Source: an optimization exercise on an open RTL-to-GDS flow (aim: small area, a short achievable clock period and few clock cycles). Production flows keep margins and buffers that such runs may drop.
Only simulation tests tie the RTL to the original design; equivalence was not proved.
Power is estimated from default activity; no workload was simulated.

Setup of old:
==> flow/design.v (excerpt) <==
module sparse_polynomial_add_subtract (
   input  logic        clock,
   input  logic        reset,
   input  logic        req_tvalid,
   output logic        req_tready,
   input  logic [47:0] req_tdata,    
   input  logic [2:0]  req_tuser,    
   output logic        rsp_tvalid,
   input  logic        rsp_tready,
   output logic [47:0] rsp_tdata,    
   output logic [2:0]  rsp_tuser,    
   output logic        rsp_tlast
);
   logic                       a_wr_en, b_wr_en;
   logic [spa_pkg::ADDR_W-1:0] a_wr_addr, b_wr_addr;
   logic [spa_pkg::MAX_TERMS-1:0] a_rd_sel, b_rd_sel;
   logic [spa_pkg::TERM_W-1:0] wr_data, a_rd_data, b_rd_data, a_word0, b_word0;
   spa_ram #(.DEPTH(spa_pkg::MAX_TERMS), .WIDTH(spa_pkg::TERM_W)) u_store_a (
      .clock   (clock),
      .wr_en   (a_wr_en),
      .wr_addr (a_wr_addr),
      .wr_data (wr_data),
      .rd_sel  (a_rd_sel),
      .rd_data (a_rd_data),
      .word0   (a_word0)
   );
   spa_ram #(.DEPTH(spa_pkg::MAX_TERMS), .WIDTH(spa_pkg::TERM_W)) u_store_b (
      .clock   (clock),
      .wr_en   (b_wr_en),
      .wr_addr (b_wr_addr),
      .wr_data (wr_data),
      .rd_sel  (b_rd_sel),
      .rd_data (b_rd_data),
      .word0   (b_word0)
   );
   spa_ctrl u_ctrl (
      .clock       (clock),
      .reset       (reset),
      .req_tvalid  (req_tvalid),
      .req_tready  (req_tready),
      .req_command (req_tuser),
      .req_term    (req_tdata),
      .rsp_tready  (rsp_tready),
      .rsp_tvalid  (rsp_tvalid),
      .rsp_term    (rsp_tdata),
      .rsp_status  (rsp_tuser),
      .rsp_last    (rsp_tlast),
      .a_wr_en     (a_wr_en),
      .b_wr_en     (b_wr_en),
      .a_wr_addr   (a_wr_addr),
      .b_wr_addr   (b_wr_addr),
      .wr_data     (wr_data),
      .a_rd_sel    (a_rd_sel),
      .b_rd_sel    (b_rd_sel),
      .a_rd_data   (a_rd_data),
      .b_rd_data   (b_rd_data),
      .a_word0     (a_word0),
      .b_word0     (b_word0)
   );
endmodule
For scale: about 1900 flip-flops, roughly 110 I/O pins, roughly 0.075 sq mm of cells after synthesis.
export LEC_CHECK = 0
export CAP_MARGIN = 20
export CORE_MARGIN = 2
export CORE_UTILIZATION = 40
export SETUP_SLACK_MARGIN = 5
export SLEW_MARGIN = 20
create_clock -name core_clock -period 10.5 [get_ports {clock}]
run.sh (not shown) runs the stock make flow with config.mk's settings and CLKGATE_MAP_FILE= SYNTH_SCRIPT=/design/flow/synth_recipe.tcl, a recipe that flattens the netlist after the stock synthesis.
old has completed all stages; timing, DRC and antenna checks passed.
Testbench counts of old, summed over its fixed seeds: cycles 29,309.
Changes in new relative to old:
--- a/flow/design.v
+++ b/flow/design.v
@@ -91,19 +91,19 @@
    logic [1:0]           mode_ff;
    logic                 neg_ff;
    logic [NW-1:0]        ia_ff, ib_ff;      
    logic [NW-1:0]        pa_ff, pb_ff;      
    logic [MT-1:0]        a_sel_ff, b_sel_ff;  
    logic                 a_use0_ff, b_use0_ff;  
    logic [TW-1:0]        a_cur_ff, b_cur_ff;
    logic                 any_ff;            
-   logic                 p_valid_ff, p_dec_ff;
+   logic                 p_valid_ff, p_dec_ff, p_sub_ff;
    logic [EW-1:0]        p_expo_ff;
-   logic [CW:0]          p_val_ff;
+   logic [CW-1:0]        p_l_ff, p_r_ff;
    logic [2:0]           p_status_ff;
    logic                 o_valid_ff, o_last_ff;
    logic [TW-1:0]        o_data_ff;
    logic [2:0]           o_status_ff;
    logic                 s_valid_ff, s_last_ff;
    logic [TW-1:0]        s_data_ff;
    logic [2:0]           s_status_ff;
    logic                 go, idle, consume, consume_clear;
@@ -244,34 +244,36 @@
    assign a_wr_addr = cnt_a_ff[spa_pkg::ADDR_W-1:0];
    assign b_wr_addr = cnt_b_ff[spa_pkg::ADDR_W-1:0];
    assign wr_data   = i_data_ff;
    assign a_rd_sel  = a_sel_ff;
    assign b_rd_sel  = b_sel_ff;
    logic          m_prod, m_zero, any_prev;
    logic          new_valid, new_dec;
    logic [EW-1:0] new_expo;
-   logic signed [CW:0] a_ext, b_ext, b_neg, ab_sum, new_val;
+   logic [CW-1:0] new_l, new_r;
+   logic          new_sub;
    logic          p_rel, rel_last, p_load;
+   logic signed [CW:0] p_sum;
    logic [TW-1:0] p_item;
    assign any_prev  = !idle && any_ff;
    assign m_prod    = active && prod;
    assign m_zero    = active && final_step && !prod && !any_prev;
    assign new_valid = m_prod || m_zero || direct;
    assign new_dec   = final_step || direct;
-   assign a_ext     = {op_a[CW-1], op_a[CW-1:0]};
-   assign b_ext     = {op_b[CW-1], op_b[CW-1:0]};
-   assign b_neg     = -b_ext;
-   assign ab_sum    = neg_eff ? (a_ext - b_ext) : (a_ext + b_ext);
    assign new_expo  = !m_prod ? '0 : sel_b ? op_b[TW-1:CW] : op_a[TW-1:CW];
-   assign new_val   = !m_prod ? '0 : sel_s ? ab_sum : !sel_b ? a_ext : neg_eff ? b_neg : b_ext;
+   assign new_l     = (m_prod && !sel_b) ? op_a[CW-1:0] : '0;
+   assign new_r     = (m_prod && (sel_b || sel_s)) ? op_b[CW-1:0] : '0;
+   assign new_sub   = neg_eff && (sel_b || sel_s);
    assign p_rel    = go && p_valid_ff && (p_dec_ff || (active && (prod || final_step)));
    assign rel_last = p_dec_ff || !prod;
    assign p_load   = new_valid;
-   assign p_item = {p_expo_ff, spa_pkg::sat32(p_val_ff)};
+   assign p_sum  = p_sub_ff ? ({p_l_ff[CW-1], p_l_ff} - {p_r_ff[CW-1], p_r_ff})
+                            : ({p_l_ff[CW-1], p_l_ff} + {p_r_ff[CW-1], p_r_ff});
+   assign p_item = {p_expo_ff, spa_pkg::sat32(p_sum)};
    logic          o_free;
    logic          i_valid_in, s_valid_in, o_valid_in, p_valid_in;
    logic [2:0]    i_cmd_in;
    logic [1:0]    mode_in;
    assign o_free     = !o_valid_ff || rsp_tready;
    assign i_valid_in = rdy_ff ? req_tvalid : (i_valid_ff && !consume_clear);
    assign i_cmd_in   = rdy_ff ? req_command : i_cmd_ff;
    assign s_valid_in = o_free ? 1'b0 : (s_valid_ff || p_rel);
@@ -353,17 +355,19 @@
       if (active && adv_a) begin
          a_cur_ff <= a_rd_data;
       end
       if (active && adv_b) begin
          b_cur_ff <= b_rd_data;
       end
       if (p_load) begin
          p_expo_ff   <= new_expo;
-         p_val_ff    <= new_val;
+         p_l_ff      <= new_l;
+         p_r_ff      <= new_r;
+         p_sub_ff    <= new_sub;
          p_status_ff <= direct ? direct_status : spa_pkg::STATUS_OK;
          p_dec_ff    <= new_dec;
       end
       if (o_free) begin
          if (s_valid_ff) begin
             o_data_ff   <= s_data_ff;
             o_status_ff <= s_status_ff;
             o_last_ff   <= s_last_ff;
--- outcome ---
Note that the number of nets in the synthesized netlist recorded for old amounts to 1.08 times the value seen in new. Power in new vs old: up 29%. After detailed routing, old needs more wire than new. Hold slack came out higher on new than on old. On new: clock share of power is 10 points lower than what old gave. Going from old to new, worst setup slack picked up an extra 0.11 ns, clock buffer count saw an increase, multi-input gate share of the layout cell area now smaller, initial antenna violation count now sits higher. new gives less synthesized cell count than old did. old -> new: final max-slew violation count delta 0, exact match. Re maximum clock frequency: old was lower than new. Average size of a mapped cell | new above old. old has lower met3 global-route usage than new.
Testbench counts of new, summed over its fixed seeds: cycles 29,309.

* * *

Setup of before:
sparse_polynomial_add_subtract, a different RTL version from the one above (not shown whole).
Size in the first run: about 4,900 cells after synthesis, roughly 1,900 flip-flops, roughly 110 I/O pins.
Settings: LEC_CHECK=0, CAP_MARGIN=20, CORE_MARGIN=2, CORE_UTILIZATION=60, SLEW_MARGIN=20; clock period 10.5 ns.
standard.sh (not shown) runs the stock make flow with config.mk's settings and CLKGATE_MAP_FILE= SYNTH_SCRIPT=/design/flow/synth_recipe.tcl, a recipe that flattens the netlist after the stock synthesis.
==> flow/flow/run.sh <==
#!/bin/bash
set -euo pipefail
bash standard.sh SETUP_SLACK_MARGIN=6.8 finish > standard.log 2>&1
before went all the way through the flow, and no timing, DRC or antenna check failed.
Testbench counts of before, summed over its fixed seeds: cycles 29,326.
[inputs] after vs before
--- a/flow/design.v
+++ b/flow/design.v
@@ -197,27 +197,28 @@
                adv_a      = 1'b1;
                adv_b      = 1'b1;
                sel_s      = 1'b1;
                final_step = (!va1 || za1) && !vb1;
             end
          end
       endcase
    end
    logic       direct;
    logic [2:0] direct_status;
    logic       app_a, app_b;
+   logic       app_a_ff, app_b_ff;
    logic       a_full, b_full;
    assign a_full = cnt_a_ff == NW'(MT);
    assign b_full = cnt_b_ff == NW'(MT);
-   assign app_a  = consume && i_cmd_ff == spa_pkg::CMD_APPEND_A && !a_full;
-   assign app_b  = consume && i_cmd_ff == spa_pkg::CMD_APPEND_B && !b_full;
+   assign app_a  = app_a_ff;
+   assign app_b  = app_b_ff;
    always_comb begin
       direct        = 1'b0;
       direct_status = spa_pkg::STATUS_OK;
       if (consume) begin
          case (i_cmd_ff)
             spa_pkg::CMD_APPEND_A: begin
                direct        = 1'b1;
                direct_status = a_full ? spa_pkg::STATUS_FULL : spa_pkg::STATUS_OK;
             end
             spa_pkg::CMD_APPEND_B: begin
                direct        = 1'b1;
@@ -265,70 +266,76 @@
    assign new_expo  = !m_prod ? '0 : sel_b ? op_b[TW-1:CW] : op_a[TW-1:CW];
    assign new_val   = !m_prod ? '0 : sel_s ? ab_sum : !sel_b ? a_ext : neg_eff ? b_neg : b_ext;
    assign p_rel    = go && p_valid_ff && (p_dec_ff || (active && (prod || final_step)));
    assign rel_last = p_dec_ff || !prod;
    assign p_load   = new_valid;
    assign p_item = {p_expo_ff, spa_pkg::sat32(p_val_ff)};
    logic          o_free;
    logic          i_valid_in, s_valid_in, o_valid_in, p_valid_in;
    logic [2:0]    i_cmd_in;
    logic [1:0]    mode_in;
    logic          merge_cmd_in, stale_in, reload;
+   logic          clr_now, consume_in;
+   logic [NW-1:0] cnt_a_in, cnt_b_in;
    assign o_free     = !o_valid_ff || rsp_tready;
    assign i_valid_in = rdy_ff ? req_tvalid : (i_valid_ff && !consume_clear);
    assign i_cmd_in   = rdy_ff ? req_command : i_cmd_ff;
    assign s_valid_in = o_free ? 1'b0 : (s_valid_ff || p_rel);
    assign o_valid_in = o_free ? (s_valid_ff || p_rel) : 1'b1;
    assign p_valid_in = p_load ? 1'b1 : (p_rel ? 1'b0 : p_valid_ff);
    assign mode_in    = active ? (final_step ? spa_pkg::MD_IDLE : next_mode) : mode_ff;
    assign merge_cmd_in = i_cmd_in == spa_pkg::CMD_ADD || i_cmd_in == spa_pkg::CMD_SUB;
    assign stale_in   = (app_a && cnt_a_ff == '0) || (app_b && cnt_b_ff == '0);
    assign reload     = (idle && !start) || (active && final_step);
+   assign clr_now    = (consume && is_clear) || (active && final_step && (clr_pend_ff || consume_clear));
+   assign cnt_a_in   = clr_now ? '0 : cnt_a_ff + NW'(app_a);
+   assign cnt_b_in   = clr_now ? '0 : cnt_b_ff + NW'(app_b);
+   assign consume_in = !s_valid_in && mode_in == spa_pkg::MD_IDLE && i_valid_in &&
+                       !(merge_cmd_in && stale_in);
    always_ff @(posedge clock) begin
       if (reset) begin
          rdy_ff      <= 1'b1;
          i_valid_ff  <= 1'b0;
          cnt_a_ff    <= '0;
          cnt_b_ff    <= '0;
          clr_pend_ff <= 1'b0;
          mode_ff     <= spa_pkg::MD_IDLE;
          ia_ff       <= '0;
          ib_ff       <= '0;
          pa_ff       <= NW'(1);
          pb_ff       <= NW'(1);
          a_sel_ff    <= MT'(2);
          b_sel_ff    <= MT'(2);
          a_stale_ff  <= 1'b0;
          b_stale_ff  <= 1'b0;
+         app_a_ff    <= 1'b0;
+         app_b_ff    <= 1'b0;
          any_ff      <= 1'b0;
          p_valid_ff  <= 1'b0;
          o_valid_ff  <= 1'b0;
          s_valid_ff  <= 1'b0;
       end else begin
          rdy_ff     <= !i_valid_in || !s_valid_in &&
                        (mode_in == spa_pkg::MD_IDLE && !(merge_cmd_in && stale_in) ||
                         i_cmd_in == spa_pkg::CMD_CLEAR);
          a_stale_ff <= app_a && cnt_a_ff == '0;
          b_stale_ff <= app_b && cnt_b_ff == '0;
          i_valid_ff <= i_valid_in;
          mode_ff    <= mode_in;
          p_valid_ff <= p_valid_in;
          o_valid_ff <= o_valid_in;
          s_valid_ff <= s_valid_in;
-         if ((consume && is_clear) || (active && final_step && (clr_pend_ff || consume_clear))) begin
-            cnt_a_ff <= '0;
-            cnt_b_ff <= '0;
-         end else begin
-            if (app_a) cnt_a_ff <= cnt_a_ff + 1'b1;
-            if (app_b) cnt_b_ff <= cnt_b_ff + 1'b1;
-         end
+         cnt_a_ff   <= cnt_a_in;
+         cnt_b_ff   <= cnt_b_in;
+         app_a_ff   <= consume_in && i_cmd_in == spa_pkg::CMD_APPEND_A && cnt_a_in != NW'(MT);
+         app_b_ff   <= consume_in && i_cmd_in == spa_pkg::CMD_APPEND_B && cnt_b_in != NW'(MT);
          clr_pend_ff <= (clr_pend_ff || consume_clear) && !(active && final_step);
          if (active) begin
             any_ff <= !final_step && (any_prev || prod);
             if (final_step) begin
                ia_ff     <= '0;
                ib_ff     <= '0;
                pa_ff     <= NW'(1);
                pb_ff     <= NW'(1);
                a_sel_ff  <= MT'(2);
                b_sel_ff  <= MT'(2);
             end else begin
@@ -373,23 +380,24 @@
       end
       if (o_free) begin
          if (s_valid_ff) begin
             o_data_ff   <= s_data_ff;
             o_status_ff <= s_status_ff;
             o_last_ff   <= s_last_ff;
          end else begin
             o_data_ff   <= p_item;
             o_status_ff <= p_status_ff;
             o_last_ff   <= rel_last;
          end
-      end else if (!s_valid_ff) begin
+      end
+      if (!s_valid_ff) begin
          s_data_ff   <= p_item;
          s_status_ff <= p_status_ff;
          s_last_ff   <= rel_last;
       end
    end
    assign req_tready = rdy_ff;
    assign rsp_tvalid = o_valid_ff;
    assign rsp_term   = o_data_ff;
    assign rsp_status = o_status_ff;
    assign rsp_last   = o_last_ff;
 endmodule
Results
Going from before to after, simple-gate portion of the synthesized area barely changed, count of plain and timing-repair buffers climbed 20%. Taking before as the reference point, the number of non-clock inverters in the layout of after falls by 2.3%. From before to after the numbers moved as follows: width of the die decreased by about 0.3% relative to the old numbers, floorplan die area has decreased, count of cell instances traversed by the critical path went up.
Testbench counts of after, summed over its fixed seeds: cycles 29,326.

==> port drivers added, routing unchanged <==
Ports are ideal in the flow. The routed layouts listed here were re-timed in OpenROAD. Step 1 sets driving cells, clkbuf_16 on the clock port and buf_2 on the other inputs (assumed; they add their load-dependent delay and slew). Step 2 adds t to the input delays and takes it off the output delays; t is the mean of the earliest and latest rising clock arrival at the registers after step 1. Input paths then give back, and output paths get back, about the clock's delay inside the block. a / b / c = no drivers / after step 1 / after step 2; a / b = the first two.
run | t, ns | slack for setup (ns) | worst hold slack (ns) | worst setup path after step 2
old | 0.907 | 5.127 / 5.127 / 5.127 | 0.435 / 0.435 / 0.435 | register to register
new | 0.905 | 5.232 / 5.232 / 5.232 | 0.457 / 0.457 / 0.457 | register to register
before | 0.884 | 6.820 / 6.769 / 6.097 | 0.497 / 0.497 / 0.497 | input to register
after | 0.897 | 6.735 / 6.705 / 6.161 | 0.466 / 0.466 / 0.466 | input to register
After both steps every run listed still meets setup and hold. For before, which loses most, drivers alone change the setup slack by -0.051 ns; drivers and shift together by -0.723 ns.
